This design comes from an exercise in tuning for a short achievable clock period and few clock cycles on the open sky130 flow, not from production work. In this exercise RTL edits were held to simulation tests only and were not proved equivalent to the original.

==> design/flow/constraint.sdc <==
create_clock -name core_clock -period 10.0 [get_ports {clk}]
set_input_delay 2.0000 -clock core_clock [delete_from_list [all_inputs] [get_ports {clk}]]
set_output_delay 2.0000 -clock core_clock [all_outputs]
set_load 0.01 [all_outputs]
==> design/flow/design.v <==
package mult_div_unit_pkg;
  localparam int MD_DATA_W = 32;
  localparam logic [5:0] FUNCT_MFHI  = 6'h10;
  localparam logic [5:0] FUNCT_MTHI  = 6'h11;
  localparam logic [5:0] FUNCT_MFLO  = 6'h12;
  localparam logic [5:0] FUNCT_MTLO  = 6'h13;
  localparam logic [5:0] FUNCT_MULT  = 6'h18;
  localparam logic [5:0] FUNCT_MULTU = 6'h19;
  localparam logic [5:0] FUNCT_DIV   = 6'h1A;
  localparam logic [5:0] FUNCT_DIVU  = 6'h1B;
  function automatic logic [5:0] md_bitlen(input logic [31:0] v);
    md_bitlen = 6'd0;
    for (int i = 0; i < 32; i++) begin
      if (v[i]) md_bitlen = 6'(i + 1);
    end
  endfunction
  function automatic logic [3:0] md_enc16(input logic [15:0] oh);
    md_enc16 = 4'd0;
    for (int m = 0; m < 16; m++) begin
      md_enc16 = md_enc16 | ({4{oh[m]}} & 4'(m));
    end
  endfunction
endpackage
module mult_div_unit_pc_pg (
  input  logic a,
  input  logic b,
  output logic gn,
  output logic pn,
  output logic x
);
  assign gn = ~(a & b);
  assign pn = ~(a | b);
  assign x  = a ^ b;
endmodule
module mult_div_unit_pc_pg1 (
  input  logic a,
  input  logic b,
  output logic gn,
  output logic x
);
  assign gn = ~(a | b);
  assign x  = a ^ b;
endmodule
module mult_div_unit_pc_n2p (
  input  logic gn_hi,
  input  logic pn_hi,
  input  logic gn_lo,
  input  logic pn_lo,
  output logic g,
  output logic p
);
  assign g = ~(gn_hi & (pn_hi | gn_lo));
  assign p = ~(pn_hi | pn_lo);
endmodule
module mult_div_unit_pc_p2n (
  input  logic g_hi,
  input  logic p_hi,
  input  logic g_lo,
  input  logic p_lo,
  output logic gn,
  output logic pn
);
  assign gn = ~(g_hi | (p_hi & g_lo));
  assign pn = ~(p_hi & p_lo);
endmodule
module mult_div_unit_pc_gn2p (
  input  logic gn_hi,
  input  logic pn_hi,
  input  logic gn_lo,
  output logic g
);
  assign g = ~(gn_hi & (pn_hi | gn_lo));
endmodule
module mult_div_unit_pc_gp2n (
  input  logic g_hi,
  input  logic p_hi,
  input  logic g_lo,
  output logic gn
);
  assign gn = ~(g_hi | (p_hi & g_lo));
endmodule
module mult_div_unit_pc_inv (
  input  logic a,
  output logic y
);
  assign y = ~a;
endmodule
module mult_div_unit_pc_xor (
  input  logic a,
  input  logic b,
  output logic y
);
  assign y = a ^ b;
endmodule
module mult_div_unit_pc_xnor (
  input  logic a,
  input  logic b,
  output logic y
);
  assign y = ~(a ^ b);
endmodule
module mult_div_unit_sc_a22oi (
  input  logic s0,
  input  logic d0,
  input  logic s1,
  input  logic d1,
  output logic yn
);
  assign yn = ~((s0 & d0) | (s1 & d1));
endmodule
module mult_div_unit_sc_nand2 (
  input  logic a,
  input  logic b,
  output logic y
);
  assign y = ~(a & b);
endmodule
module mult_div_unit_sc_nor2 (
  input  logic a,
  input  logic b,
  output logic y
);
  assign y = ~(a | b);
endmodule
module mult_div_unit_sc_nand3 (
  input  logic a,
  input  logic b,
  input  logic c,
  output logic y
);
  assign y = ~(a & b & c);
endmodule
module mult_div_unit_sel16 (
  input  logic [15:0] s,
  input  logic [15:0] d,
  input  logic        en,
  output logic        y
);
  logic [7:0] t1;    
  logic [3:0] t2;    
  logic [1:0] t3;    
  genvar k;
  generate
    for (k = 0; k < 8; k++) begin : g_1
      mult_div_unit_sc_a22oi u_c (.s0(s[2*k]), .d0(d[2*k]), .s1(s[2*k+1]), .d1(d[2*k+1]), .yn(t1[k]));
    end
    for (k = 0; k < 4; k++) begin : g_2
      mult_div_unit_sc_nand2 u_c (.a(t1[2*k]), .b(t1[2*k+1]), .y(t2[k]));
    end
    for (k = 0; k < 2; k++) begin : g_3
      mult_div_unit_sc_nor2 u_c (.a(t2[2*k]), .b(t2[2*k+1]), .y(t3[k]));
    end
  endgenerate
  mult_div_unit_sc_nand3 u_o (.a(t3[0]), .b(t3[1]), .c(en), .y(y));
endmodule
module mult_div_unit_ks_add #(
  parameter int W  = 32,
  parameter int CI = 0
) (
  input  logic [W-1:0] a,
  input  logic [W-1:0] b,
  output logic [W-1:0] s,
  output logic         co
);
  localparam int L = $clog2(W);
  logic [W-1:0] g [L+1];
  logic [W-1:0] p [L+1];
  logic [W-1:0] x;
  genvar i, l;
  generate
    for (i = 0; i < W; i++) begin : g_bit0
      if (i == 0 && CI == 1) begin : g_ci
        mult_div_unit_pc_pg1 u_pg (.a(a[i]), .b(b[i]), .gn(g[0][i]), .x(x[i]));
        assign p[0][i] = 1'b1;
      end else begin : g_pg
        mult_div_unit_pc_pg u_pg (.a(a[i]), .b(b[i]), .gn(g[0][i]), .pn(p[0][i]), .x(x[i]));
      end
    end
    for (l = 0; l < L; l++) begin : g_lvl
      for (i = 0; i < W; i++) begin : g_bit
        if (i < (1 << l)) begin : g_pass
          mult_div_unit_pc_inv u_g (.a(g[l][i]), .y(g[l+1][i]));
          assign p[l+1][i] = 1'b0;
        end else if (i < (2 << l)) begin : g_gray
          if (l % 2 == 0) begin : g_n
            mult_div_unit_pc_gn2p u_c (.gn_hi(g[l][i]), .pn_hi(p[l][i]), .gn_lo(g[l][i-(1<<l)]),
                                       .g(g[l+1][i]));
          end else begin : g_p
            mult_div_unit_pc_gp2n u_c (.g_hi(g[l][i]), .p_hi(p[l][i]), .g_lo(g[l][i-(1<<l)]),
                                       .gn(g[l+1][i]));
          end
          assign p[l+1][i] = 1'b0;
        end else begin : g_black
          if (l % 2 == 0) begin : g_n
            mult_div_unit_pc_n2p u_c (.gn_hi(g[l][i]), .pn_hi(p[l][i]), .gn_lo(g[l][i-(1<<l)]),
                                      .pn_lo(p[l][i-(1<<l)]), .g(g[l+1][i]), .p(p[l+1][i]));
          end else begin : g_p
            mult_div_unit_pc_p2n u_c (.g_hi(g[l][i]), .p_hi(p[l][i]), .g_lo(g[l][i-(1<<l)]),
                                      .p_lo(p[l][i-(1<<l)]), .gn(g[l+1][i]), .pn(p[l+1][i]));
          end
        end
      end
    end
    for (i = 0; i < W; i++) begin : g_sum
      if (i == 0) begin : g_s0
        if (CI == 1) begin : g_c
          mult_div_unit_pc_inv u_s (.a(x[0]), .y(s[0]));
        end else begin : g_n
          assign s[0] = x[0];
        end
      end else if (L % 2 == 1) begin : g_odd
        mult_div_unit_pc_xor u_s (.a(x[i]), .b(g[L][i-1]), .y(s[i]));
      end else begin : g_even
        mult_div_unit_pc_xnor u_s (.a(x[i]), .b(g[L][i-1]), .y(s[i]));
      end
    end
    if (L % 2 == 1) begin : g_co_p
      assign co = g[L][W-1];
    end else begin : g_co_n
      mult_div_unit_pc_inv u_co (.a(g[L][W-1]), .y(co));
    end
  endgenerate
endmodule
module mult_div_unit_div_iter (
  input  logic [35:0]      rin,
  input  logic [16*36-1:0] pmul,
  output logic [15:0]      ge,
  output logic [15:0]      sel,
  output logic [16*32-1:0] diff
);
  logic [35:0] d [16];
  assign ge[0]      = 1'b1;
  assign diff[31:0] = rin[31:0];
  genvar m;
  generate
    for (m = 1; m < 16; m++) begin : g_m
      mult_div_unit_ks_add #(.W(36), .CI(1)) u_sub (
        .a  (rin),
        .b  (~pmul[m*36 +: 36]),
        .s  (d[m]),
        .co (ge[m])
      );
      assign diff[m*32 +: 32] = d[m][31:0];
    end
  endgenerate
  always_comb begin
    for (int k = 0; k < 15; k++) sel[k] = ge[k] & ~ge[k+1];
    sel[15] = ge[15];
  end
endmodule
module mult_div_unit #(
  parameter int DATA_W = mult_div_unit_pkg::MD_DATA_W
) (
  input  logic              clk,
  input  logic              rst,
  input  logic              flush,
  input  logic              en,
  input  logic [5:0]        funct,
  input  logic [DATA_W-1:0] operand_1,
  input  logic [DATA_W-1:0] operand_2,
  output logic              busy,
  output logic [DATA_W-1:0] hi,
  output logic [DATA_W-1:0] lo,
  output logic              done
);
  logic        busy_q;       
  logic        last_q;       
  logic        ret_q;        
  logic        wait_q;       
  logic        fix_q;        
  logic        mul_q;        
  logic        dz_q;         
  logic        negq_q;       
  logic        negr_q;       
  logic        is_long;
  logic        is_signed;
  logic        b_zero;
  assign is_long   = (funct[5:2] == 4'b0110);
  assign is_signed = ~funct[0];
  assign b_zero    = (operand_2 == 32'd0);
  logic [32:0] ma;
  logic [33:0] mb;
  logic [63:0] r0 [18];
  logic [63:0] r1 [12];
  logic [63:0] r2 [8];
  logic [63:0] r3 [6];
  logic [63:0] r4 [4];
  logic [63:0] mrow_q [4];
  logic [63:0] r5 [3];
  logic [63:0] r6 [2];
  logic [32:0] lo_sum;
  logic [31:0] hi_sum0;
  logic [31:0] hi_sum1;
  function automatic logic [127:0] csa(input logic [63:0] x, input logic [63:0] y,
                                       input logic [63:0] z);
    csa = {((x & y) | (x & z) | (y & z)) << 1, x ^ y ^ z};
  endfunction
  localparam logic [63:0] SIGN_BIAS = 64'h5555_5555_5555_5555 << 33;
  always_comb begin
    logic [2:0]  t;
    logic        neg;
    logic        one;
    logic        two;
    logic [33:0] mag;
    logic [33:0] pp;
    logic [16:0] negs;
    ma = {is_signed & operand_1[31], operand_1};
    mb = {{2{is_signed & operand_2[31]}}, operand_2};
    for (int i = 0; i < 17; i++) begin
      t   = {mb[2*i+1], mb[2*i], (i == 0) ? 1'b0 : mb[2*i-1]};
      neg = t[2] & ~(t[1] & t[0]);
      one = t[1] ^ t[0];
      two = (t == 3'b011) | (t == 3'b100);
      mag = ({34{one}} & {ma[32], ma}) | ({34{two}} & {ma, 1'b0});
      pp  = mag ^ {34{neg}};
      negs[i] = neg;
      r0[i] = 64'({~pp[33], pp[32:0]}) << (2 * i);
    end
    for (int i = 1; i < 17; i++) r0[i] = r0[i] | (64'(negs[i-1]) << (2 * i - 2));
    r0[17] = (-SIGN_BIAS) | (64'(negs[16]) << 32);
    for (int g = 0; g < 6; g++) {r1[2*g+1], r1[2*g]} = csa(r0[3*g], r0[3*g+1], r0[3*g+2]);
    for (int g = 0; g < 4; g++) {r2[2*g+1], r2[2*g]} = csa(r1[3*g], r1[3*g+1], r1[3*g+2]);
    for (int g = 0; g < 2; g++) {r3[2*g+1], r3[2*g]} = csa(r2[3*g], r2[3*g+1], r2[3*g+2]);
    r3[4] = r2[6];
    r3[5] = r2[7];
    for (int g = 0; g < 2; g++) {r4[2*g+1], r4[2*g]} = csa(r3[3*g], r3[3*g+1], r3[3*g+2]);
  end
  always_comb begin
    {r5[1], r5[0]} = csa(mrow_q[0], mrow_q[1], mrow_q[2]);
    r5[2] = mrow_q[3];
    {r6[1], r6[0]} = csa(r5[0], r5[1], r5[2]);
  end
  mult_div_unit_ks_add #(.W(32), .CI(0)) u_lo_sum (
    .a (r6[0][31:0]), .b (r6[1][31:0]), .s (lo_sum[31:0]), .co (lo_sum[32]));
  mult_div_unit_ks_add #(.W(32), .CI(0)) u_hi_sum0 (
    .a (r6[0][63:32]), .b (r6[1][63:32]), .s (hi_sum0), .co ());
  mult_div_unit_ks_add #(.W(32), .CI(1)) u_hi_sum1 (
    .a (r6[0][63:32]), .b (r6[1][63:32]), .s (hi_sum1), .co ());
  logic        sa;
  logic        sb;
  logic [31:0] xa;
  logic [31:0] xb;
  logic [31:0] abs_a;
  logic [35:0] x36;
  logic [16*36-1:0] pmul_d;    
  logic [7:0]  nza;
  logic [7:0]  nzb;
  logic [7:0]  ta;
  logic [7:0]  tb;
  logic [7:0]  fsel0;
  logic [31:0] rin_first;
  logic [35:0] pm_a [16];
  logic [35:0] pm_b [16];
  localparam logic [15:0] PM_CI = 16'b1010_1000_1000_1000;   
  function automatic logic [71:0] csa36(input logic [35:0] x, input logic [35:0] y,
                                        input logic [35:0] z);
    csa36 = {((x & y) | (x & z) | (y & z)) << 1, x ^ y ^ z};
  endfunction
  always_comb begin
    sa    = is_signed & operand_1[31];
    sb    = is_signed & operand_2[31];
    xa    = operand_1 ^ {32{sa}};
    xb    = operand_2 ^ {32{sb}};
    abs_a = xa + 32'(sa);
    x36   = {4'b0, xb};
    for (int m = 0; m < 16; m++) begin
      pm_a[m] = '0;
      pm_b[m] = '0;
    end
    pm_a[3] = (x36 << 2) | 36'({sb, sb});           
    pm_b[3] = ~x36;
    {pm_b[5], pm_a[5]}   = csa36(x36 << 2, x36, 36'({sb, 1'b0, sb}));
    pm_a[7] = (x36 << 3) | 36'({sb, sb, sb});       
    pm_b[7] = ~x36;
    {pm_b[9], pm_a[9]}   = csa36(x36 << 3, x36, 36'({sb, 2'b0, sb}));
    {pm_b[11], pm_a[11]} = csa36((x36 << 4) | 36'({sb, sb, 1'b0, ~sb}), ~(x36 << 2), ~x36);
    {pm_b[13], pm_a[13]} = csa36((x36 << 4) | 36'({sb, sb, sb, ~sb}), ~(x36 << 1), ~x36);
    pm_a[15] = (x36 << 4) | 36'({sb, sb, sb, sb});  
    pm_b[15] = ~x36;
    for (int k = 0; k < 8; k++) begin
      nza[k] = (|xa[4*k +: 4]) | (sa && ((k == 0) || ((xa | ~(32'hFFFF_FFFF >> (32 - 4 * k))) == 32'hFFFF_FFFF)));
      nzb[k] = (|xb[4*k +: 4]) | ((k == 0) && sb);
    end
    for (int k = 0; k < 8; k++) begin
      ta[k] = nza[k] & ~(|(nza >> (k + 1)));
      tb[k] = nzb[k] & ~(|(nzb >> (k + 1)));
    end
    fsel0 = '0;
    for (int i = 0; i < 8; i++) begin
      for (int j = 0; j < 8; j++) begin
        if (i > j) fsel0[i-j] = fsel0[i-j] | (ta[i] & tb[j]);
      end
    end
    fsel0[0] = ~(|fsel0[7:1]);
    rin_first = '0;
    for (int c = 0; c < 8; c++) rin_first = rin_first | ({32{fsel0[c]}} & (abs_a >> (4 * c)));
  end
  assign pmul_d[0 +: 36]   = '0;
  assign pmul_d[36 +: 36]  = x36 + 36'(sb);
  genvar gm;
  generate
    for (gm = 2; gm < 16; gm++) begin : g_pmul
      if (gm % 2 == 1) begin : g_odd
        mult_div_unit_ks_add #(.W(36), .CI(PM_CI[gm])) u_add (
          .a (pm_a[gm]), .b (pm_b[gm]), .s (pmul_d[gm*36 +: 36]), .co ());
      end else begin : g_even
        assign pmul_d[gm*36 +: 36] = '0;
      end
    end
  endgenerate
  logic [31:0]      abs_a_q;
  logic [35:0]      pmul_q [16];
  logic [16*36-1:0] pmul_all;
  logic [31:0]      rinf_q;      
  logic [7:0]       nsel_q;      
  logic [15:0]      sel_q;       
  logic [31:0]      cand_q [16]; 
  logic [31:0]      qd_q;        
  logic [31:0]      nqd_q;       
  logic [35:0]      rin;
  logic [15:0]      cand_t [32]; 
  logic [3:0]       rin_lo;
  logic [15:0]      ge;
  logic [15:0]      sel;
  logic [16*32-1:0] diff;
  logic [3:0]       dprev;
  logic [31:0]      qc;          
  logic [31:0]      nqc;         
  logic [31:0]      rem_neg;     
  always_comb begin
    for (int m = 0; m < 16; m++) pmul_all[m*36 +: 36] = pmul_q[m];
    for (int m = 0; m < 16; m++) begin
      for (int b = 0; b < 32; b++) cand_t[b][m] = cand_q[m][b];
    end
    rin_lo = rinf_q[3:0];
    for (int c = 0; c < 8; c++) rin_lo = rin_lo | ({4{nsel_q[c]}} & abs_a_q[4*c +: 4]);
    dprev   = mult_div_unit_pkg::md_enc16(sel_q);
    qc      = {qd_q[27:0], dprev};
    nqc     = (dprev != 4'd0) ? {~qd_q[27:0], 4'(5'd16 - 5'(dprev))} : {nqd_q[27:0], 4'd0};
    rem_neg = ~rin[35:4] + 32'd1;
  end
  genvar gb;
  generate
    for (gb = 0; gb < 32; gb++) begin : g_rin
      if (gb < 28) begin : g_f
        mult_div_unit_sel16 u_sel (.s (sel_q), .d (cand_t[gb]), .en (~rinf_q[gb+4]), .y (rin[gb+4]));
      end else begin : g_n
        mult_div_unit_sel16 u_sel (.s (sel_q), .d (cand_t[gb]), .en (1'b1), .y (rin[gb+4]));
      end
    end
  endgenerate
  assign rin[3:0] = rin_lo;
  mult_div_unit_div_iter u_div_iter (
    .rin  (rin),
    .pmul (pmul_all),
    .ge   (ge),
    .sel  (sel),
    .diff (diff)
  );
  logic [31:0] hg_q [16];      
  logic [15:0] hgsel_q;
  logic [31:0] lplain_q;
  logic        lps_q;
  logic        las_q;
  logic        lbs_q;
  logic [27:0] lupa_q;         
  logic [27:0] lupb_q;         
  logic [15:0] lsel_q;
  logic        lneg_q;         
  logic        lpos_q;         
  logic [15:0] hg_t [32];      
  logic [15:0] lk_t [4];       
  logic [31:0] qb;             
  logic [31:0] nqb;            
  logic        retire;
  logic        wr_mul;
  logic        wr_div;
  logic        wr_fix;
  logic        wr_mthi;
  logic        wr_mtlo;
  assign retire  = ret_q & ~flush;
  assign wr_mul  = retire & mul_q;
  assign wr_div  = retire & ~mul_q & ~dz_q & ~fix_q;
  assign wr_fix  = retire & fix_q;
  assign wr_mthi = ~busy_q & en & ~flush & (funct == mult_div_unit_pkg::FUNCT_MTHI);
  assign wr_mtlo = ~busy_q & en & ~flush & (funct == mult_div_unit_pkg::FUNCT_MTLO);
  always_comb begin
    qb  = fix_q ? qd_q  : qc;
    nqb = fix_q ? nqd_q : nqc;
  end
  always_ff @(posedge clk) begin
    for (int i = 0; i < 4; i++) mrow_q[i] <= r4[i];
    abs_a_q <= abs_a;
    for (int m = 0; m < 16; m++) begin
      if (m == 0)          pmul_q[m] <= '0;
      else if (m % 8 == 0) pmul_q[m] <= pmul_d[(m/8)*36 +: 36] << 3;
      else if (m % 4 == 0) pmul_q[m] <= pmul_d[(m/4)*36 +: 36] << 2;
      else if (m % 2 == 0) pmul_q[m] <= pmul_d[(m/2)*36 +: 36] << 1;
      else                 pmul_q[m] <= pmul_d[m*36 +: 36];
    end
    for (int m = 0; m < 16; m++) cand_q[m] <= diff[m*32 +: 32];
    if (!busy_q) begin
      negq_q <= sa ^ sb;
      negr_q <= sa;
      mul_q  <= ~funct[1];
      dz_q   <= funct[1] & b_zero;
      fix_q  <= 1'b0;
      last_q <= ~funct[1] | b_zero | (fsel0[0] & ~sa);
      rinf_q <= rin_first;
      nsel_q <= fsel0;
      sel_q  <= '0;
      qd_q   <= '0;
      nqd_q  <= '0;
    end else begin
      fix_q  <= nsel_q[0] & negr_q;
      last_q <= (nsel_q[1] & ~negr_q) | (nsel_q[0] & negr_q);
      rinf_q <= '0;
      nsel_q <= nsel_q >> 1;
      sel_q  <= sel;
      qd_q   <= qc;
      nqd_q  <= nqc;
    end
    if (rst || flush) begin
      busy_q <= 1'b0;
      ret_q  <= 1'b0;
      wait_q <= 1'b0;
    end else if (busy_q) begin
      busy_q <= ~last_q;
      ret_q  <= ~last_q & ((nsel_q[1] & ~negr_q) | (nsel_q[0] & negr_q));
      wait_q <= ~last_q & ~((nsel_q[1] & ~negr_q) | (nsel_q[0] & negr_q));
    end else begin
      busy_q <= en & is_long;
      ret_q  <= en & is_long & (~funct[1] | b_zero | (fsel0[0] & ~sa));
      wait_q <= en & is_long & ~(~funct[1] | b_zero | (fsel0[0] & ~sa));
    end
    if (rst) begin
      hg_q[0]  <= '0;
      hgsel_q  <= 16'd1;
      lplain_q <= '0;
      lps_q    <= 1'b1;
      las_q    <= 1'b0;
      lbs_q    <= 1'b0;
      lsel_q   <= '0;
    end else begin
      if (wr_mul) begin
        hg_q[0]  <= hi_sum0;
        hg_q[1]  <= hi_sum1;
        hgsel_q  <= lo_sum[32] ? 16'd2 : 16'd1;
        lplain_q <= lo_sum[31:0];
        lps_q    <= 1'b1;
        las_q    <= 1'b0;
        lbs_q    <= 1'b0;
        lsel_q   <= '0;
      end else if (wr_div || wr_fix) begin
        if (wr_fix) begin
          hg_q[0] <= rem_neg;
          hgsel_q <= 16'd1;
        end else begin
          for (int m = 0; m < 16; m++) hg_q[m] <= diff[m*32 +: 32];
          hgsel_q <= sel;
        end
        lsel_q  <= fix_q ? sel_q : sel;
        las_q   <= fix_q ? ~sel_q[0] : ~sel[0];
        lbs_q   <= fix_q ? sel_q[0] : sel[0];
        lps_q   <= 1'b0;
        lupa_q  <= negq_q ? ~qb[27:0] : qb[27:0];
        lupb_q  <= negq_q ? nqb[27:0] : qb[27:0];
        lneg_q  <= negq_q;
        lpos_q  <= ~negq_q;
      end else if (wr_mthi) begin
        hg_q[0] <= operand_1;
        hgsel_q <= 16'd1;
      end else if (wr_mtlo) begin
        lplain_q <= operand_1;
        lps_q    <= 1'b1;
        las_q    <= 1'b0;
        lbs_q    <= 1'b0;
        lsel_q   <= '0;
      end
    end
  end
  always_comb begin
    logic [3:0] kp;
    logic [3:0] kn;
    for (int m = 0; m < 16; m++) begin
      for (int b = 0; b < 32; b++) hg_t[b][m] = hg_q[m][b];
    end
    for (int m = 0; m < 16; m++) begin
      kp = 4'(m);
      kn = 4'(16 - m);
      for (int b = 0; b < 4; b++) begin
        if (kp[b] && kn[b])  lk_t[b][m] = 1'b1;
        else if (kp[b])      lk_t[b][m] = lpos_q;
        else if (kn[b])      lk_t[b][m] = lneg_q;
        else                 lk_t[b][m] = 1'b0;
      end
    end
  end
  generate
    for (gb = 0; gb < 4; gb++) begin : g_lo_low
      mult_div_unit_sel16 u_sel (.s (lsel_q), .d (lk_t[gb]), .en (~(lps_q & lplain_q[gb])), .y (lo[gb]));
    end
    for (gb = 4; gb < 32; gb++) begin : g_lo_up
      logic t_n;
      logic u_n;
      mult_div_unit_sc_a22oi u_t (.s0 (lps_q), .d0 (lplain_q[gb]), .s1 (las_q), .d1 (lupa_q[gb-4]), .yn (t_n));
      mult_div_unit_sc_nand2 u_u (.a (lbs_q), .b (lupb_q[gb-4]), .y (u_n));
      mult_div_unit_sc_nand2 u_y (.a (t_n), .b (u_n), .y (lo[gb]));
    end
  endgenerate
  generate
    for (gb = 0; gb < 32; gb++) begin : g_hi
      mult_div_unit_sel16 u_sel (.s (hgsel_q), .d (hg_t[gb]), .en (1'b1), .y (hi[gb]));
    end
  endgenerate
  assign busy = wait_q | (~busy_q & is_long);
  assign done = ret_q & ~flush;
endmodule
==> design/flow/run.sh <==
#!/bin/bash
# synth_recipe.tcl (not shown) runs the flow's synth.tcl, then flattens the netlist and writes it again
# the make line also repeats each setting of config.mk as NAME=value (left out here)
make -C /OpenROAD-flow-scripts/flow DESIGN_CONFIG=/design/flow/config.mk WORK_HOME=/design/flow/orfs CLKGATE_MAP_FILE= SYNTH_SCRIPT=/design/flow/synth_recipe.tcl finish
==> design/flow/config.mk <==
export PLATFORM = sky130hd
export DESIGN_NAME = mult_div_unit
export DESIGN_NICKNAME = mult_div_unit
export VERILOG_FILES = /design/flow/design.v
export SDC_FILE = /design/flow/constraint.sdc
export NUM_CORES = 4
export LEC_CHECK = 0
export CAP_MARGIN = 40
export CORE_MARGIN = 2
export CORE_UTILIZATION = 40
export SETUP_SLACK_MARGIN = 5
export SLEW_MARGIN = 40
export SYNTH_HIERARCHICAL = 1
export SYNTH_MINIMUM_KEEP_SIZE = 0
export TNS_END_PERCENT = 100
==> run notes, run 1 <==
Status
The flow ran to the end and the layout has no timing, DRC or antenna violations.

Clocking
In this run the deepest clock path goes through 4 buffers. The library cell used as clock root buffer is clkbuf_16. TritonCTS created 206 clock buffers. After clock tree synthesis, the clock-pin slew on the worst setup and hold paths is 0.07 ns. TritonCTS built the clock tree.

The clock net in this run drives a total of 1777 sinks. The H-tree generated during clock tree synthesis spans 4 levels. The latest clock arrival within the worst-skew pair is 1.00 ns. The hold buffer count at cts is 0.

Cells and area
Of the cells placed in the final design, the portion with a size suffix greater than 1 is 24.0%. The final layout contains 23.8k nets. Fill cells in the final layout number 42.1k. Cells fill 45.7% of the core in the end. The signed area change from the synthesized netlist to the final layout is 13.9%.

Min path
The path with the worst hold slack has its endpoint at hg_q[0][13]. Counting instances, the worst hold path has a depth of 2. The critical hold path startpoint is hg_q[0][13].

The worst hold-check path type is flip-flop to flip-flop.

STA
After layout, the worst path uses 50.8% of the clock period. Setup repair after global routing could not meet its margin everywhere. After layout, the minimum clock period comes to 5.08 ns. The final number of hold-violating endpoints came to 0.

For the pin with the worst max-slew slack, the measured transition is 0.996 ns. The number of setup violations in the final report is 0. The setup skew after layout is 0.112 ns. The worst hold slack across all endpoints is 0.470 ns. In this run the tightest slew margin relative to its limit is 33.5%. For this run, the top clock speed supported by timing is 197 MHz. The max-slew violation count was 0. Summed over all failing endpoints, the final setup total negative slack is 0 ns.

Detailed routing
The final wirelength is 814 mm. The vias per cell is 5.50. After detailed routing, the average wire length per cell comes to 30.0 µm. The number of DRC violations after detailed-routing iteration 0 is 18.3k. For this run, design rule violations remaining after detail routing come to 0. The first detailed-routing pass took 7 iterations.

The detailed router placed 149k vias in this run. In this run the remaining antenna-violating nets after routing total 0.

Worst setup path
On the worst path, the slowest cell contributes a delay of 0.56 ns. The arrival time at the worst endpoint is 5.73 ns. The reg-to-reg critical path endpoint is hg_q[5][24]. The highest net fanout along the worst path is 32.

The launch instance of the worst register-to-register path is sel_q[4]. Measured in cells, the most critical reg-to-reg path has a length of 16. The standard cell with the maximum stage delay on the critical path is xnor2_2.

STA classifies the critical path endpoint as a flip-flop. Traced cell by cell, the critical path runs through buf_4, a22oi_2, nand2_1, nor2_1, nand3_4, buf_4, buf_4, inv_1, ha_1, nor2_1, nand2_1, o21ai_1, inv_1, o21ai_1, inv_1, xnor2_2. The flop-to-flop setup slack is 4.92 ns. The worst setup path is launched from a flip-flop.

The critical path is of the flip-flop to flip-flop type. The critical path required time is 10.65 ns.

Global route
The overall global routing resource usage is 36.4%. The first global-routing pass estimated 1110 mm of wire. The total overflow left after global routing is 0. The number of global-route vias before repair is 143k. Entering global routing, the biggest net connects 142 pins. The number of antenna violations at the first check in global routing is 103.

Logic synthesis
Each instance of the synthesized netlist takes up on average 8.25 µm². The Yosys warning count is 61. The instance count of the mapped netlist is 20.8k. The total standard cell area after synthesis is 0.171 mm².

Die
The initial standard-cell utilization of the core is 40.1%. The area of the core is 0.427 mm². Measured along the x axis, the die boundary spans 658 µm.

Row generation in the floorplan step produced 240 rows. The floorplan step defined a die boundary enclosing 0.433 mm². From bottom edge to top edge, the die measures 658 µm. The number of ports placed on the die boundary is 140.

Job
The tool flagged a number of max-cap violations equal to 0.

Placement
Buffers placed on the I/O ports in this run total 139. Summed over all nets, the half-perimeter wirelength after detailed placement is 631 mm. The final weighted congestion of routability-driven global placement is 1.08.
worst max-delay path by stage:
stage	start	end	slack [ns]
after floorplan	flush	hg_q[10][0]	0.20
after global placement	funct[0]	rinf_q[26]	2.59
after detailed placement	funct[0]	rinf_q[25]	2.56
after CTS	lneg_q	lo[3]	4.91
after global routing	operand_1[17]	rinf_q[17]	4.95
final	sel_q[4]	hg_q[5][24]	4.92
critical path, delay by kind of cell (launching register included):
| kind | cells | cell delay (ns) |
|---|---|---|
| AO/OA/AOI/OAI | 3 | 0.67 |
| AND/OR/NAND/NOR | 5 | 1.27 |
| buffers and inverters | 6 | 1.57 |
| XOR/XNOR | 1 | 0.56 |
| adder cells (fa/ha/maj) | 1 | 0.27 |
| flip-flops | 1 | 0.34 |
what timing repair did:
| action | 4_1_cts | 5_1_grt |
|---|---|---|
| pin swaps | 118 | 57 |
| setup buffers | 115 | 58 |
| cloned | 37 | 9 |
| gates resized for setup | 578 | 231 |
| endpoints found under the setup margin | 823 | 336 |
flip-flops by register name (all words and copies together), names as in the netlist, 8 cells and up:
| name | count |
|---|---|
| lsel_q | 16 |
| lupa_q | 28 |
| qd_q | 28 |
| nqd_q | 28 |
| abs_a_q | 32 |
| sel_q | 16 |
| hgsel_q | 16 |
| mrow_q | 191 |
| rinf_q | 32 |
| lplain_q | 32 |
| lupb_q | 28 |
| nsel_q | 8 |
| pmul_q | 284 |
| hg_q | 512 |
| cand_q | 512 |
layout make-up:
class / instances / area, µm² / share of cell area, %
clock buffer: 278 / 5940 / 3.04
clock inverter: 105 / 1300 / 0.665
tap: 5687 / 7120 / 3.65
multi-input combinational: 13384 / 114000 / 58.2
timing repair buffer: 590 / 5960 / 3.06
sequential: 1777 / 41100 / 21.1
timing repair inverter: 3 / 33.8 / 0.0173
inverter: 5280 / 20000 / 10.2
antenna: 51 / 128 / 0.0654
layout by cell type (no fill, tap or decap), types with 62 or more instances in the layout:
| master | instances |
|---|---|
| o21ai_2 | 1453 |
| ha_1 | 1928 |
| buf_4 | 303 |
| dfxtp_2 | 65 |
| mux2i_1 | 67 |
| a22oi_2 | 639 |
| xor2_1 | 243 |
| nor2_1 | 1704 |
| nor2_4 | 89 |
| inv_1 | 5219 |
| and2_1 | 75 |
| xnor2_1 | 1283 |
| nand2_1 | 1673 |
| a22oi_1 | 421 |
| buf_6 | 67 |
| nor2_2 | 65 |
| edfxtp_1 | 542 |
| xnor2_2 | 62 |
| nor3_1 | 62 |
| fa_1 | 484 |
| a21oi_1 | 101 |
| dfxtp_1 | 1157 |
| o21ai_0 | 102 |
| a21oi_2 | 1439 |
| o21ai_1 | 510 |
| conb_1 | 152 |
| clkbuf_16 | 216 |
per-stage QoR:
stage / setup WS [ns] / cells / instance area (µm²)
after floorplan: 0.198 / 20906 / 173000
after global placement: 2.59 / 26489 / 182000
after detailed placement: 2.56 / 26500 / 183000
after CTS: 4.91 / 27035 / 194000
after global routing: 4.95 / 27124 / 195000
final: 4.92 / 27155 / 195000
per-layer routing:
metal,track usage (%),wire (µm),part of all wire (%),vias to the layer above
li1,-,-,-,66681
met1,48.1,331000,41,72427
met2,52.1,327000,40,8246
met3,9.74,91500,11,1956
met4,23.2,64200,7.9,42
met5,0.0332,380,0.047,-
Testbench counts, summed over its fixed seeds: cycles 13,669.
==> run 2, diff against run 1 <==
--- a/design/flow/design.v
+++ b/design/flow/design.v
@@ -155,2 +155,27 @@
 endmodule
+module mult_div_unit_sel4 (
+  input  logic [3:0] s,
+  input  logic [3:0] d,
+  output logic       y
+);
+  logic [1:0] t;
+  mult_div_unit_sc_a22oi u_0 (.s0(s[0]), .d0(d[0]), .s1(s[1]), .d1(d[1]), .yn(t[0]));
+  mult_div_unit_sc_a22oi u_1 (.s0(s[2]), .d0(d[2]), .s1(s[3]), .d1(d[3]), .yn(t[1]));
+  mult_div_unit_sc_nand2 u_o (.a(t[0]), .b(t[1]), .y(y));
+endmodule
+module mult_div_unit_busy_cell (
+  input  logic       wait_q,
+  input  logic       busy_q,
+  input  logic [3:0] funct,    
+  output logic       busy
+);
+  assign busy = wait_q | (~busy_q & (funct == 4'b0110));
+endmodule
+module mult_div_unit_done_cell (
+  input  logic ret_q,
+  input  logic flush,
+  output logic done
+);
+  assign done = ret_q & ~flush;
+endmodule
 module mult_div_unit_ks_add #(
@@ -228,5 +253,8 @@
   output logic [15:0]      sel,
-  output logic [16*32-1:0] diff
+  output logic [16*32-1:0] diff,
+  output logic [16*32-1:0] ndiff
 );
   logic [35:0] d [16];
+  logic [35:0] dm1 [16];
+  logic [31:0] rm1;
   assign ge[0]      = 1'b1;
@@ -243,4 +271,18 @@
       assign diff[m*32 +: 32] = d[m][31:0];
+      mult_div_unit_ks_add #(.W(36), .CI(0)) u_sub0 (
+        .a  (rin),
+        .b  (~pmul[m*36 +: 36]),
+        .s  (dm1[m]),
+        .co ()
+      );
+      assign ndiff[m*32 +: 32] = ~dm1[m][31:0];
     end
   endgenerate
+  mult_div_unit_ks_add #(.W(32), .CI(0)) u_dec (
+    .a  (rin[31:0]),
+    .b  (32'hFFFF_FFFF),
+    .s  (rm1),
+    .co ()
+  );
+  assign ndiff[31:0] = ~rm1;
   always_comb begin
@@ -269,3 +311,2 @@
   logic        wait_q;       
-  logic        fix_q;        
   logic        mul_q;        
@@ -286,4 +327,4 @@
   logic [63:0] r3 [6];
+  logic [63:0] mrow_q [6];
   logic [63:0] r4 [4];
-  logic [63:0] mrow_q [4];
   logic [63:0] r5 [3];
@@ -325,7 +366,7 @@
     r3[5] = r2[7];
-    for (int g = 0; g < 2; g++) {r4[2*g+1], r4[2*g]} = csa(r3[3*g], r3[3*g+1], r3[3*g+2]);
   end
   always_comb begin
-    {r5[1], r5[0]} = csa(mrow_q[0], mrow_q[1], mrow_q[2]);
-    r5[2] = mrow_q[3];
+    for (int g = 0; g < 2; g++) {r4[2*g+1], r4[2*g]} = csa(mrow_q[3*g], mrow_q[3*g+1], mrow_q[3*g+2]);
+    {r5[1], r5[0]} = csa(r4[0], r4[1], r4[2]);
+    r5[2] = r4[3];
     {r6[1], r6[0]} = csa(r5[0], r5[1], r5[2]);
@@ -425,2 +466,3 @@
   logic [16*32-1:0] diff;
+  logic [16*32-1:0] ndiff;
   logic [3:0]       dprev;
@@ -428,3 +470,2 @@
   logic [31:0]      nqc;         
-  logic [31:0]      rem_neg;     
   always_comb begin
@@ -439,3 +480,2 @@
     nqc     = (dprev != 4'd0) ? {~qd_q[27:0], 4'(5'd16 - 5'(dprev))} : {nqd_q[27:0], 4'd0};
-    rem_neg = ~rin[35:4] + 32'd1;
   end
@@ -457,6 +497,10 @@
     .sel  (sel),
-    .diff (diff)
+    .diff (diff),
+    .ndiff(ndiff)
   );
-  logic [31:0] hg_q [16];      
-  logic [15:0] hgsel_q;
+  logic [31:0] hg_q [4];       
+  logic [3:0]  hgsel_q;
+  logic [31:0] hrem [16];      
+  logic [31:0] hgrp [4];       
+  logic [3:0]  hgsel;
   logic [31:0] lplain_q;
@@ -470,3 +514,3 @@
   logic        lpos_q;         
-  logic [15:0] hg_t [32];      
+  logic [3:0]  hg_t [32];      
   logic [15:0] lk_t [4];       
@@ -477,3 +521,2 @@
   logic        wr_div;
-  logic        wr_fix;
   logic        wr_mthi;
@@ -482,4 +525,3 @@
   assign wr_mul  = retire & mul_q;
-  assign wr_div  = retire & ~mul_q & ~dz_q & ~fix_q;
-  assign wr_fix  = retire & fix_q;
+  assign wr_div  = retire & ~mul_q & ~dz_q;
   assign wr_mthi = ~busy_q & en & ~flush & (funct == mult_div_unit_pkg::FUNCT_MTHI);
@@ -487,7 +529,21 @@
   always_comb begin
-    qb  = fix_q ? qd_q  : qc;
-    nqb = fix_q ? nqd_q : nqc;
+    qb  = qc;
+    nqb = nqc;
+    for (int m = 0; m < 16; m++) hrem[m] = negr_q ? ndiff[m*32 +: 32] : diff[m*32 +: 32];
+    for (int g = 0; g < 4; g++) hgsel[g] = (g == 3) ? ge[12] : (ge[4*g] & ~ge[4*g+4]);
   end
+  genvar gg, gj;
+  generate
+    for (gb = 0; gb < 32; gb++) begin : g_hgrp
+      for (gg = 0; gg < 4; gg++) begin : g_g
+        logic [3:0] dsel;
+        for (gj = 0; gj < 4; gj++) begin : g_j
+          assign dsel[gj] = hrem[4*gg+gj][gb];
+        end
+        mult_div_unit_sel4 u_sel (.s (sel[4*gg +: 4]), .d (dsel), .y (hgrp[gg][gb]));
+      end
+    end
+  endgenerate
   always_ff @(posedge clk) begin
-    for (int i = 0; i < 4; i++) mrow_q[i] <= r4[i];
+    for (int i = 0; i < 6; i++) mrow_q[i] <= r3[i];
     abs_a_q <= abs_a;
@@ -506,4 +562,3 @@
       dz_q   <= funct[1] & b_zero;
-      fix_q  <= 1'b0;
-      last_q <= ~funct[1] | b_zero | (fsel0[0] & ~sa);
+      last_q <= ~funct[1] | b_zero | fsel0[0];
       rinf_q <= rin_first;
@@ -514,4 +569,3 @@
     end else begin
-      fix_q  <= nsel_q[0] & negr_q;
-      last_q <= (nsel_q[1] & ~negr_q) | (nsel_q[0] & negr_q);
+      last_q <= nsel_q[1];
       rinf_q <= '0;
@@ -528,8 +582,8 @@
       busy_q <= ~last_q;
-      ret_q  <= ~last_q & ((nsel_q[1] & ~negr_q) | (nsel_q[0] & negr_q));
-      wait_q <= ~last_q & ~((nsel_q[1] & ~negr_q) | (nsel_q[0] & negr_q));
+      ret_q  <= ~last_q & nsel_q[1];
+      wait_q <= ~last_q & ~nsel_q[1];
     end else begin
       busy_q <= en & is_long;
-      ret_q  <= en & is_long & (~funct[1] | b_zero | (fsel0[0] & ~sa));
-      wait_q <= en & is_long & ~(~funct[1] | b_zero | (fsel0[0] & ~sa));
+      ret_q  <= en & is_long & (~funct[1] | b_zero | fsel0[0]);
+      wait_q <= en & is_long & ~(~funct[1] | b_zero | fsel0[0]);
     end
@@ -537,3 +591,3 @@
       hg_q[0]  <= '0;
-      hgsel_q  <= 16'd1;
+      hgsel_q  <= 4'd1;
       lplain_q <= '0;
@@ -547,3 +601,3 @@
         hg_q[1]  <= hi_sum1;
-        hgsel_q  <= lo_sum[32] ? 16'd2 : 16'd1;
+        hgsel_q  <= lo_sum[32] ? 4'd2 : 4'd1;
         lplain_q <= lo_sum[31:0];
@@ -553,13 +607,8 @@
         lsel_q   <= '0;
-      end else if (wr_div || wr_fix) begin
-        if (wr_fix) begin
-          hg_q[0] <= rem_neg;
-          hgsel_q <= 16'd1;
-        end else begin
-          for (int m = 0; m < 16; m++) hg_q[m] <= diff[m*32 +: 32];
-          hgsel_q <= sel;
-        end
-        lsel_q  <= fix_q ? sel_q : sel;
-        las_q   <= fix_q ? ~sel_q[0] : ~sel[0];
-        lbs_q   <= fix_q ? sel_q[0] : sel[0];
+      end else if (wr_div) begin
+        for (int g = 0; g < 4; g++) hg_q[g] <= hgrp[g];
+        hgsel_q <= hgsel;
+        lsel_q  <= sel;
+        las_q   <= ~sel[0];
+        lbs_q   <= sel[0];
         lps_q   <= 1'b0;
@@ -571,3 +620,3 @@
         hg_q[0] <= operand_1;
-        hgsel_q <= 16'd1;
+        hgsel_q <= 4'd1;
       end else if (wr_mtlo) begin
@@ -584,4 +633,4 @@
     logic [3:0] kn;
-    for (int m = 0; m < 16; m++) begin
-      for (int b = 0; b < 32; b++) hg_t[b][m] = hg_q[m][b];
+    for (int g = 0; g < 4; g++) begin
+      for (int b = 0; b < 32; b++) hg_t[b][g] = hg_q[g][b];
     end
@@ -612,7 +661,7 @@
     for (gb = 0; gb < 32; gb++) begin : g_hi
-      mult_div_unit_sel16 u_sel (.s (hgsel_q), .d (hg_t[gb]), .en (1'b1), .y (hi[gb]));
+      mult_div_unit_sel4 u_sel (.s (hgsel_q), .d (hg_t[gb]), .y (hi[gb]));
     end
   endgenerate
-  assign busy = wait_q | (~busy_q & is_long);
-  assign done = ret_q & ~flush;
+  mult_div_unit_busy_cell u_busy (.wait_q (wait_q), .busy_q (busy_q), .funct (funct[5:2]), .busy (busy));
+  mult_div_unit_done_cell u_done (.ret_q (ret_q), .flush (flush), .done (done));
 endmodule
==> design/flow/flow/run.sh (new file) <==
#!/bin/bash
set -euo pipefail
bash standard.sh SETUP_SLACK_MARGIN=6.5 finish > flow_standard.log 2>&1
==> design/flow/standard.sh (new file) <==
#!/bin/bash
# synth_recipe.tcl (not shown) runs the flow's synth.tcl, then flattens the netlist and writes it again
# the make line also repeats each setting of config.mk as NAME=value (left out here)
make -C /OpenROAD-flow-scripts/flow DESIGN_CONFIG=/design/flow/config.mk WORK_HOME=/design/flow/orfs CLKGATE_MAP_FILE= SYNTH_SCRIPT=/design/flow/synth_recipe.tcl "${@:-finish}"
--- a/design/flow/config.mk
+++ b/design/flow/config.mk
@@ -10,3 +10,2 @@
 export CORE_UTILIZATION = 40
-export SETUP_SLACK_MARGIN = 5
 export SLEW_MARGIN = 40
removed: design/flow/run.sh
==> run notes, run 2 <==
Cells and area
Commonest non-fill, non-tap cells in the layout: inv_1 (7011), ha_1 (2249), o21ai_2 (2197) (was inv_1 (5219), ha_1 (1928), nor2_1 (1704)). The register with the most flip-flops is cand_q. The fill cell instance count of the final layout is 49.9k (was 42.1k).

The signed area change from the synthesized netlist to the final layout is 37.2% (was 13.9%). The share of final-layout standard cells stronger than drive strength 1 was 44.8% (was 24.0%). The register with the most flip-flops in the layout has 512 of them. The net total in the final layout is 34.7k (was 23.8k).

The final non-filler cell total is 38.6k (was 27.2k). Largest registers: cand_q (512), pmul_q (284), mrow_q (253) (was cand_q (512), hg_q (512), pmul_q (284)). The utilization after layout is 55.1% (was 45.7%). The area occupied by multi-input gates is 0.186 mm² (was 0.114 mm²).

The commonest non-fill, non-tap cell in the layout is inv_1 (unchanged). The sequential cell area is 0.0305 mm² (was 0.0411 mm²).

Clocking
The hold buffer count at cts is 0 (unchanged). The number of levels the H-tree was split into came to 4 (unchanged). The total CTS buffers was 189 (was 206). The sink count of the clock tree is 1434 (was 1777). The library cell used as clock root buffer is clkbuf_16 (unchanged). The clock-pin slew on the worst setup and hold paths is 0.07 ns (about the same).

The deepest clock path buffer count was 4 (unchanged). The CTS tree is done (unchanged). The latest clock arrival within the worst-skew pair is 1.04 ns (was 1.00 ns).

STA
The relative slew slack is 21.0% (was 33.5%). The worst hold slack across all endpoints was 0.476 ns (was 0.470 ns). The shortest period the worst path allows is 5.15 ns (was 5.08 ns). Unrepaired setup endpoints after global routing: true (unchanged). The final number of hold-violating endpoints is 0 (unchanged). The maximum frequency from static timing analysis came to 194 MHz (was 197 MHz). The total negative slack is 0 ns (unchanged). The final clock period utilization by the worst path is 51.5% (was 50.8%). The worst-margin pin slew is 1.18 ns (was 0.996 ns). The max-slew violation count was 0 (unchanged). The setup skew after layout was 0.131 ns (was 0.112 ns). The number of setup violations in the final report is 0 (unchanged).

Worst setup path
The start-to-end type of the worst setup path is flip-flop to flip-flop (unchanged). The flop-to-flop setup slack was 4.85 ns (was 4.92 ns). The delay of the slowest cell on the worst path was 0.49 ns (was 0.56 ns). The arrival time at the worst endpoint is 5.87 ns (was 5.73 ns). The critical path required time came to 10.72 ns (was 10.65 ns). The standard cell with the maximum stage delay on the critical path was a22oi_2 (was xnor2_2). The highest net fanout along the worst path came to 8 (was 32).

The origin of the worst setup path is sel_q[14] (was sel_q[4]). The reg-to-reg critical path endpoint was hg_q[1][30] (was hg_q[5][24]). The launch instance of the worst register-to-register path was sel_q[14] (was sel_q[4]). The type of element capturing the critical path is a flip-flop (unchanged). The logic depth of the worst register-to-register path is 25 (was 16). The critical path startpoint category is a flip-flop (unchanged).

Global route
The global-route wire length before repair is 1710 mm (was 1110 mm). The total global routing overflow is 0 (unchanged). The number of antenna violations at the first check in global routing is 137 (was 103).

The number of global-route vias before repair is 206k (was 143k). The overall global routing resource usage came to 45.5% (was 36.4%). The largest net degree at the start of global routing was 125 (was 142).

Die
The full die area is 0.544 mm² (was 0.433 mm²). The number of rows created at floorplan came to 269 (was 240). The width of the die came to 738 µm (was 658 µm).

The vertical die dimension is 738 µm (was 658 µm). The initial standard-cell utilization of the core is 40.1% (about the same). The area of the core is 0.536 mm² (was 0.427 mm²). The number of ports placed on the die boundary is 140 (unchanged).

Detailed routing
The vias per cell came to 5.63 (was 5.50). The number of DRC violations after detailed-routing iteration 0 came to 25.5k (was 18.3k). The final wirelength is 1300 mm (was 814 mm). The average wire per cell in the routed design is 33.8 µm (was 30.0 µm). The DRC violation count after routing is 0 (unchanged). The total number of vias came to 217k (was 149k). The count of TritonRoute iterations in the first routing pass is 9 (was 7). The number of antenna-violating nets in the routed design was 0 (unchanged).

Logic synthesis
The instance count of the mapped netlist is 28.8k (was 20.8k). The post-synthesis average cell area is 7.47 µm² (was 8.25 µm²). The total standard cell area after synthesis came to 0.215 mm² (was 0.171 mm²). The Yosys warning count was 69 (was 61).

Status
Outcome: finished clean (unchanged).

Min path
The endpoint of the worst hold path is hg_q[0][30] (was hg_q[0][13]). The worst hold path stage count came to 2 (unchanged). The critical hold path startpoint is hg_q[0][30] (was hg_q[0][13]). The worst hold-check path type was flip-flop to flip-flop (unchanged).

Placement
The cell total after placement is 36.0k (was 26.5k). The number of input and output port buffers inserted is 139 (unchanged). The half-perimeter wire length after placement is 942 mm (was 631 mm). The final weighted congestion of routability-driven global placement came to 1.07 (was 1.08).

Job
The total of max-cap violations is 0 (unchanged).
-- run 2: cell types whose count changed in the layout (fill, tap and decap cells not counted), moves of 384 or more --
cell / previous run / this run
mux2_2: 11 / 420
buf_4: 303 / 1090
buf_12: 53 / 527
o21ai_2: 1453 / 2197
a21oi_2: 1439 / 2041
ha_4: 28 / 458
edfxtp_1: 542 / 158
nor2_2: 65 / 492
a22oi_2: 639 / 1052
inv_2: 23 / 989
nor2_4: 89 / 491
inv_1: 5219 / 7011
xnor2_2: 62 / 517
buf_6: 67 / 485
-- run 2: through the flow --
step	worst slack, ns	cell area [µm²]
final	4.85	295000
after global routing	5.07	295000
after CTS	5.28	282000
after detailed placement	2.28	234000
after global placement	1.87	233000
after floorplan	3.72	225000
-- run 2: critical path, delay by kind of cell (launching register included) --
family                     cells  cell delay [ns]
AOI/OAI and AO/OA              8             1.92
and+or+nand+nor                7             1.19
buffers and inverters          9             1.12
DFF                            1             0.41
adders and majority gates      1             0.19
-- run 2: layout make-up --
class	instances	share of cell area (%)
Clock buffer	247	1.80
Clock inverter	105	0.425
Timing Repair Buffer	2445	10.4
Tap cell	7181	3.04
Sequential cell	1434	10.3
Timing Repair inverter	8	0.0364
Multi-Input combinational cell	18824	63.0
Antenna cell	94	0.0796
Inverter	8230	10.8
-- run 2: per-layer routing --
layer	share of wire [%]	global-route usage (%)	up-vias
li1	-	-	94630
met1	39	56.9	105072
met2	39	64.2	13135
met3	11	14.4	4115
met4	10	35.9	52
met5	0.090	1.23	-
-- run 2: timing repair --
action	in CTS	in global routing
resized for setup	5985	1925
setup buffers	1432	449
endpoints found under the setup margin	1467	1154
gates cloned	172	19
pin swaps	2006	1429
-- run 2: worst max-delay path by stage --
| stage | slack (ns) | endpoint |
|---|---|---|
| global placement | 1.87 | rinf_q[22] |
| floorplan | 3.72 | rinf_q[11] |
| detailed placement | 2.28 | rinf_q[25] |
| CTS | 5.28 | hi[18] |
| finish | 4.85 | hg_q[1][30] |
| global route | 5.07 | hg_q[1][30] |
Testbench counts of run 2, summed over its fixed seeds: cycles 13,357.
==> run 3, diff against run 2 <==
--- a/design/flow/design.v
+++ b/design/flow/design.v
@@ -155,2 +155,16 @@
 endmodule
+module mult_div_unit_sc_buf (
+  input  logic a,
+  output logic y
+);
+  assign y = a;
+endmodule
+module mult_div_unit_sc_mux2 (
+  input  logic s,
+  input  logic a,
+  input  logic b,
+  output logic y
+);
+  assign y = s ? b : a;
+endmodule
 module mult_div_unit_sel4 (
@@ -546,2 +560,70 @@
   endgenerate
+  logic [31:0] hg_e    [4];
+  logic [31:0] hg_d    [4];
+  logic [3:0]  hgsel_e;
+  logic [3:0]  hgsel_d;
+  logic [31:0] lplain_e;
+  logic [31:0] lplain_d;
+  logic        lps_e;
+  logic        lps_d;
+  logic        lpl_clr;      
+  logic [15:0] lsel_e;
+  logic [15:0] lsel_d;
+  logic        las_d;
+  logic        lbs_d;
+  logic [27:0] lupa_d;
+  logic [27:0] lupb_d;
+  logic        lneg_d;
+  logic        lpos_d;
+  logic        wr_divx;      
+  always_comb begin
+    wr_divx = wr_div & ~rst;
+    lpl_clr = rst | wr_mul | wr_mtlo;
+    for (int g = 0; g < 4; g++) hg_e[g] = hg_q[g];
+    hgsel_e = hgsel_q;
+    if (rst) begin
+      hg_e[0] = '0;
+      hgsel_e = 4'd1;
+    end else if (wr_mul) begin
+      hg_e[0] = hi_sum0;
+      hg_e[1] = hi_sum1;
+      hgsel_e = lo_sum[32] ? 4'd2 : 4'd1;
+    end else if (wr_mthi) begin
+      hg_e[0] = operand_1;
+      hgsel_e = 4'd1;
+    end
+    if (rst)           lplain_e = '0;
+    else if (wr_mul)   lplain_e = lo_sum[31:0];
+    else if (wr_mtlo)  lplain_e = operand_1;
+    else               lplain_e = lplain_q;
+    lps_e  = lpl_clr | lps_q;
+    lsel_e = lpl_clr ? 16'd0 : lsel_q;
+  end
+  generate
+    for (gb = 0; gb < 32; gb++) begin : g_hgd
+      for (gg = 0; gg < 4; gg++) begin : g_g
+        mult_div_unit_sc_mux2 u_m (.s (wr_divx), .a (hg_e[gg][gb]), .b (hgrp[gg][gb]), .y (hg_d[gg][gb]));
+      end
+    end
+    for (gb = 0; gb < 4; gb++) begin : g_hgseld
+      mult_div_unit_sc_mux2 u_m (.s (wr_divx), .a (hgsel_e[gb]), .b (hgsel[gb]), .y (hgsel_d[gb]));
+    end
+    for (gb = 0; gb < 16; gb++) begin : g_lseld
+      mult_div_unit_sc_mux2 u_m (.s (wr_divx), .a (lsel_e[gb]), .b (sel[gb]), .y (lsel_d[gb]));
+    end
+    for (gb = 0; gb < 28; gb++) begin : g_lupd
+      mult_div_unit_sc_mux2 u_a (.s (wr_divx), .a (lupa_q[gb]), .b (negq_q ? ~qb[gb] : qb[gb]), .y (lupa_d[gb]));
+      mult_div_unit_sc_mux2 u_b (.s (wr_divx), .a (lupb_q[gb]), .b (negq_q ? nqb[gb] : qb[gb]), .y (lupb_d[gb]));
+    end
+  endgenerate
+  generate
+    for (gb = 0; gb < 32; gb++) begin : g_lpld
+      mult_div_unit_sc_buf u_b (.a (lplain_e[gb]), .y (lplain_d[gb]));
+    end
+  endgenerate
+  mult_div_unit_sc_mux2 u_lps  (.s (wr_divx), .a (lps_e), .b (1'b0), .y (lps_d));
+  mult_div_unit_sc_mux2 u_las  (.s (wr_divx), .a (~lpl_clr & las_q), .b (~sel[0]), .y (las_d));
+  mult_div_unit_sc_mux2 u_lbs  (.s (wr_divx), .a (~lpl_clr & lbs_q), .b (sel[0]), .y (lbs_d));
+  mult_div_unit_sc_mux2 u_lneg (.s (wr_divx), .a (lneg_q), .b (negq_q), .y (lneg_d));
+  mult_div_unit_sc_mux2 u_lpos (.s (wr_divx), .a (lpos_q), .b (~negq_q), .y (lpos_d));
   always_ff @(posedge clk) begin
@@ -589,42 +671,13 @@
     end
-    if (rst) begin
-      hg_q[0]  <= '0;
-      hgsel_q  <= 4'd1;
-      lplain_q <= '0;
-      lps_q    <= 1'b1;
-      las_q    <= 1'b0;
-      lbs_q    <= 1'b0;
-      lsel_q   <= '0;
-    end else begin
-      if (wr_mul) begin
-        hg_q[0]  <= hi_sum0;
-        hg_q[1]  <= hi_sum1;
-        hgsel_q  <= lo_sum[32] ? 4'd2 : 4'd1;
-        lplain_q <= lo_sum[31:0];
-        lps_q    <= 1'b1;
-        las_q    <= 1'b0;
-        lbs_q    <= 1'b0;
-        lsel_q   <= '0;
-      end else if (wr_div) begin
-        for (int g = 0; g < 4; g++) hg_q[g] <= hgrp[g];
-        hgsel_q <= hgsel;
-        lsel_q  <= sel;
-        las_q   <= ~sel[0];
-        lbs_q   <= sel[0];
-        lps_q   <= 1'b0;
-        lupa_q  <= negq_q ? ~qb[27:0] : qb[27:0];
-        lupb_q  <= negq_q ? nqb[27:0] : qb[27:0];
-        lneg_q  <= negq_q;
-        lpos_q  <= ~negq_q;
-      end else if (wr_mthi) begin
-        hg_q[0] <= operand_1;
-        hgsel_q <= 4'd1;
-      end else if (wr_mtlo) begin
-        lplain_q <= operand_1;
-        lps_q    <= 1'b1;
-        las_q    <= 1'b0;
-        lbs_q    <= 1'b0;
-        lsel_q   <= '0;
-      end
-    end
+    for (int g = 0; g < 4; g++) hg_q[g] <= hg_d[g];
+    hgsel_q  <= hgsel_d;
+    lplain_q <= lplain_d;
+    lps_q    <= lps_d;
+    las_q    <= las_d;
+    lbs_q    <= lbs_d;
+    lsel_q   <= lsel_d;
+    lupa_q   <= lupa_d;
+    lupb_q   <= lupb_d;
+    lneg_q   <= lneg_d;
+    lpos_q   <= lpos_d;
   end
==> run notes, run 3 <==
Worst setup path
The arrival time at the worst endpoint came to 6.25 ns (was 5.87 ns). The standard cell with the maximum stage delay on the critical path is a22oi_2 (unchanged). Traced cell by cell, the critical path runs through buf_4, buf_16, a22oi_2, nand2_2, nor2_4, nand3_4, buf_12, buf_16, ha_2, inv_2, o21ai_4, a21oi_2, o21ai_4, a21oi_2, o21ai_2, a21oi_4, inv_2, nor2b_4, buf_6, buf_12, a22oi_2, nand2_2, mux2_4.

The delay of the slowest cell on the worst path came to 0.82 ns (was 0.49 ns). The highest net fanout along the worst path is 13 (was 8). The launch instance of the worst register-to-register path is sel_q[6] (was sel_q[14]). The critical path startpoint category was a flip-flop (unchanged).

The start-to-end type of the worst setup path is flip-flop to flip-flop (unchanged). The logic depth of the worst register-to-register path is 23 (was 25). The flop-to-flop setup slack is 4.61 ns (was 4.85 ns).

The type of element capturing the critical path is a flip-flop (unchanged). The critical path required time is 10.86 ns (was 10.72 ns). The reg-to-reg critical path endpoint is hg_q[1][8] (was hg_q[1][30]).

Die
The number of rows created at floorplan is 270 (was 269). The number of ports placed on the die boundary was 140 (unchanged). The full die area is 0.548 mm² (was 0.544 mm²). The width of the die is 740 µm (was 738 µm). The area of the core is 0.541 mm² (was 0.536 mm²). The initial standard-cell utilization of the core is 40.1% (about the same). The vertical die dimension was 740 µm (was 738 µm).

Cells and area
The flip-flop count of the largest register, all copies and words added came to 512 (unchanged). Largest registers: cand_q (512), pmul_q (284), mrow_q (253) (unchanged). The share of final-layout standard cells stronger than drive strength 1 is 41.9% (was 44.8%).

The signed area change from the synthesized netlist to the final layout is 33.2% (was 37.2%). Commonest non-fill, non-tap cells in the layout: inv_1 (7253), ha_1 (2426), o21ai_2 (2181) (was inv_1 (7011), ha_1 (2249), o21ai_2 (2197)). The sequential cell area was 0.0289 mm² (was 0.0305 mm²). The commonest non-fill, non-tap cell in the layout is inv_1 (unchanged). The area occupied by multi-input gates is 0.182 mm² (was 0.186 mm²). The net total in the final layout is 34.7k (about the same).

The fill cell instance count of the final layout is 49.5k (was 49.9k). The register with the most flip-flops is cand_q (unchanged). The final cell area excluding filler cells is 0.289 mm² (was 0.295 mm²).

STA
The setup slack of the critical path after layout is 4.61 ns (was 4.85 ns). The number of setup violations in the final report is 0 (unchanged). The relative slew slack was 27.9% (was 21.0%).

The max-slew violation count was 0 (unchanged). The final clock period utilization by the worst path is 53.9% (was 51.5%). The maximum frequency from static timing analysis is 186 MHz (was 194 MHz). Unrepaired setup endpoints after global routing: true (unchanged). The shortest period the worst path allows is 5.39 ns (was 5.15 ns). The final number of hold-violating endpoints is 0 (unchanged).

The setup skew after layout was 0.132 ns (was 0.131 ns). The worst-margin pin slew was 1.08 ns (was 1.18 ns).

Status
Outcome: finished clean (unchanged).

Clocking
The CTS tree is done (unchanged). The number of levels the H-tree was split into is 4 (unchanged). The sink count of the clock tree was 1435 (was 1434). The deepest clock path buffer count is 4 (unchanged). The latest clock arrival within the worst-skew pair is 1.05 ns (was 1.04 ns). The total CTS buffers is 188 (was 189).

The library cell used as clock root buffer is clkbuf_16 (unchanged). The clock-pin slew on the worst setup and hold paths is 0.06 ns (was 0.07 ns).

Job
The total of max-cap violations was 0 (unchanged).

Detailed routing
The average wire per cell in the routed design is 32.1 µm (was 33.8 µm). The number of antenna-violating nets in the routed design is 0 (unchanged). The total number of vias came to 219k (was 217k). The final wirelength is 1240 mm (was 1300 mm). The count of TritonRoute iterations in the first routing pass is 28 (was 9). The vias per cell is 5.69 (was 5.63).

The number of DRC violations after detailed-routing iteration 0 is 28.7k (was 25.5k). The DRC violation count after routing was 0 (unchanged).

Global route
The total global routing overflow came to 0 (unchanged). The global-route wire length before repair was 1630 mm (was 1710 mm). The number of antenna violations at the first check in global routing is 121 (was 137).

The largest net degree at the start of global routing came to 120 (was 125). The number of global-route vias before repair was 206k (about the same). The overall global routing resource usage is 42.5% (was 45.5%).

Logic synthesis
The post-synthesis average cell area is 7.51 µm² (was 7.47 µm²). The Yosys warning count is 72 (was 69). The instance count of the mapped netlist was 28.9k (was 28.8k). The total standard cell area after synthesis is 0.217 mm² (was 0.215 mm²).

Placement
The number of input and output port buffers inserted was 139 (unchanged). The final weighted congestion of routability-driven global placement is 1.11 (was 1.07). The half-perimeter wire length after placement was 860 mm (was 942 mm).

The placed cell area came to 0.231 mm² (was 0.234 mm²). The worst setup slack before clock tree synthesis is 2.37 ns (was 2.28 ns).

Min path
The critical hold path startpoint is qd_q[8] (was hg_q[0][30]). The worst hold-check path type is flip-flop to flip-flop (unchanged). The endpoint of the worst hold path is qd_q[12] (was hg_q[0][30]).

The worst hold path stage count is 2 (unchanged).
run 3: worst max-delay path: cells and delay by family (launching register included):
family | cells | cell delay (ns)
and+or+nand+nor | 5 | 0.96
muxes | 1 | 0.32
AOI/OAI and AO/OA | 8 | 2.21
buffers and inverters | 8 | 1.12
DFF | 1 | 0.40
adders and majority gates | 1 | 0.20
run 3: area by class of cell:
type	count	share of cell area, %
multi-input cells	18888	63.0
inverters	8234	11.0
repair buffers	2376	10.6
flip-flops and latches	1435	10.0
well taps	7208	3.12
clock buffers	248	1.82
clock inverters	94	0.409
diodes	81	0.0701
repair inverters	2	0.0173
run 3: stage by stage:
stage	utilization (%)	setup TNS [ns]	std cells	hold WS [ns]
after detailed placement	42.7	0	36122	0.469
final	53.5	0	38566	0.485
after floorplan	-	-751.47	29070	0.460
after CTS	50.9	0	37998	0.440
after global routing	53.4	0	38500	0.476
after global placement	42.6	0	36116	0.471
run 3: what timing repair did:
action / in CTS / in global routing
pin swaps: 2036 / 1391
hold endpoints to repair: 0 / 0
cloned: 218 / 22
gates resized for setup: 5581 / 2152
hold buffers: 0 / 0
setup endpoints to repair: 1325 / 1143
buffers inserted: 1316 / 459
run 3: worst max-delay path by stage:
stage                             start             end  slack, ns  cells after the start
after floorplan                     rst      hg_q[0][0]      -3.60                      4
after global placement    operand_2[31]  pmul_q[11][30]       2.46                     17
after detailed placement  operand_2[31]  pmul_q[11][35]       2.37                     17
after CTS                     sel_q[14]     hg_q[0][28]       5.36                     22
after global routing           sel_q[6]      hg_q[1][3]       4.75                     24
final                          sel_q[6]      hg_q[1][8]       4.61                     23
run 3: layer usage:
metal,wire length (µm),GRT usage [%],vias to the layer above
met5,1650,1.21,-
met4,132000,34.5,66
met3,173000,18.1,4935
met2,471000,58.3,15074
met1,460000,51.1,104440
li1,-,-,94742
Testbench counts of run 3, summed over its fixed seeds: cycles 13,357.

-- port drivers added, routing unchanged --
The flow's constraints put no driver on any port. The routed layouts listed below were extracted and timed again, unchanged, in two steps. Step 1 assumes that a clkbuf_16 drives the clock port and a buf_2 every other input. Step 2 times the ports against the registers' clock, not the clock port: input delays grow and output delays shrink by t, the midpoint of the rising clock arrivals with the driver on. a / b / c = ideal ports / drivers / drivers and shift; a / b = the first two.
run | shift t [ns] | slack for setup (ns) | hold WS [ns] | worst setup path after step 2 | worst slew at a driven data input, ns
run 1 | 1.071 | 4.923 / 4.854 / 3.905 | 0.470 / 0.470 / 0.470 | input to register | 0.33
run 2 | 1.096 | 4.852 / 4.852 / 4.225 | 0.476 / 0.476 / 0.476 | input to register | 0.21
run 3 | 1.124 | 4.610 / 4.610 / 4.180 | 0.485 / 0.485 / 0.485 | input to register | 0.37
After both steps every run listed still meets setup and hold. The setup slack of run 1, which loses most, moves by -0.069 ns with the drivers and by -1.018 ns with both steps.
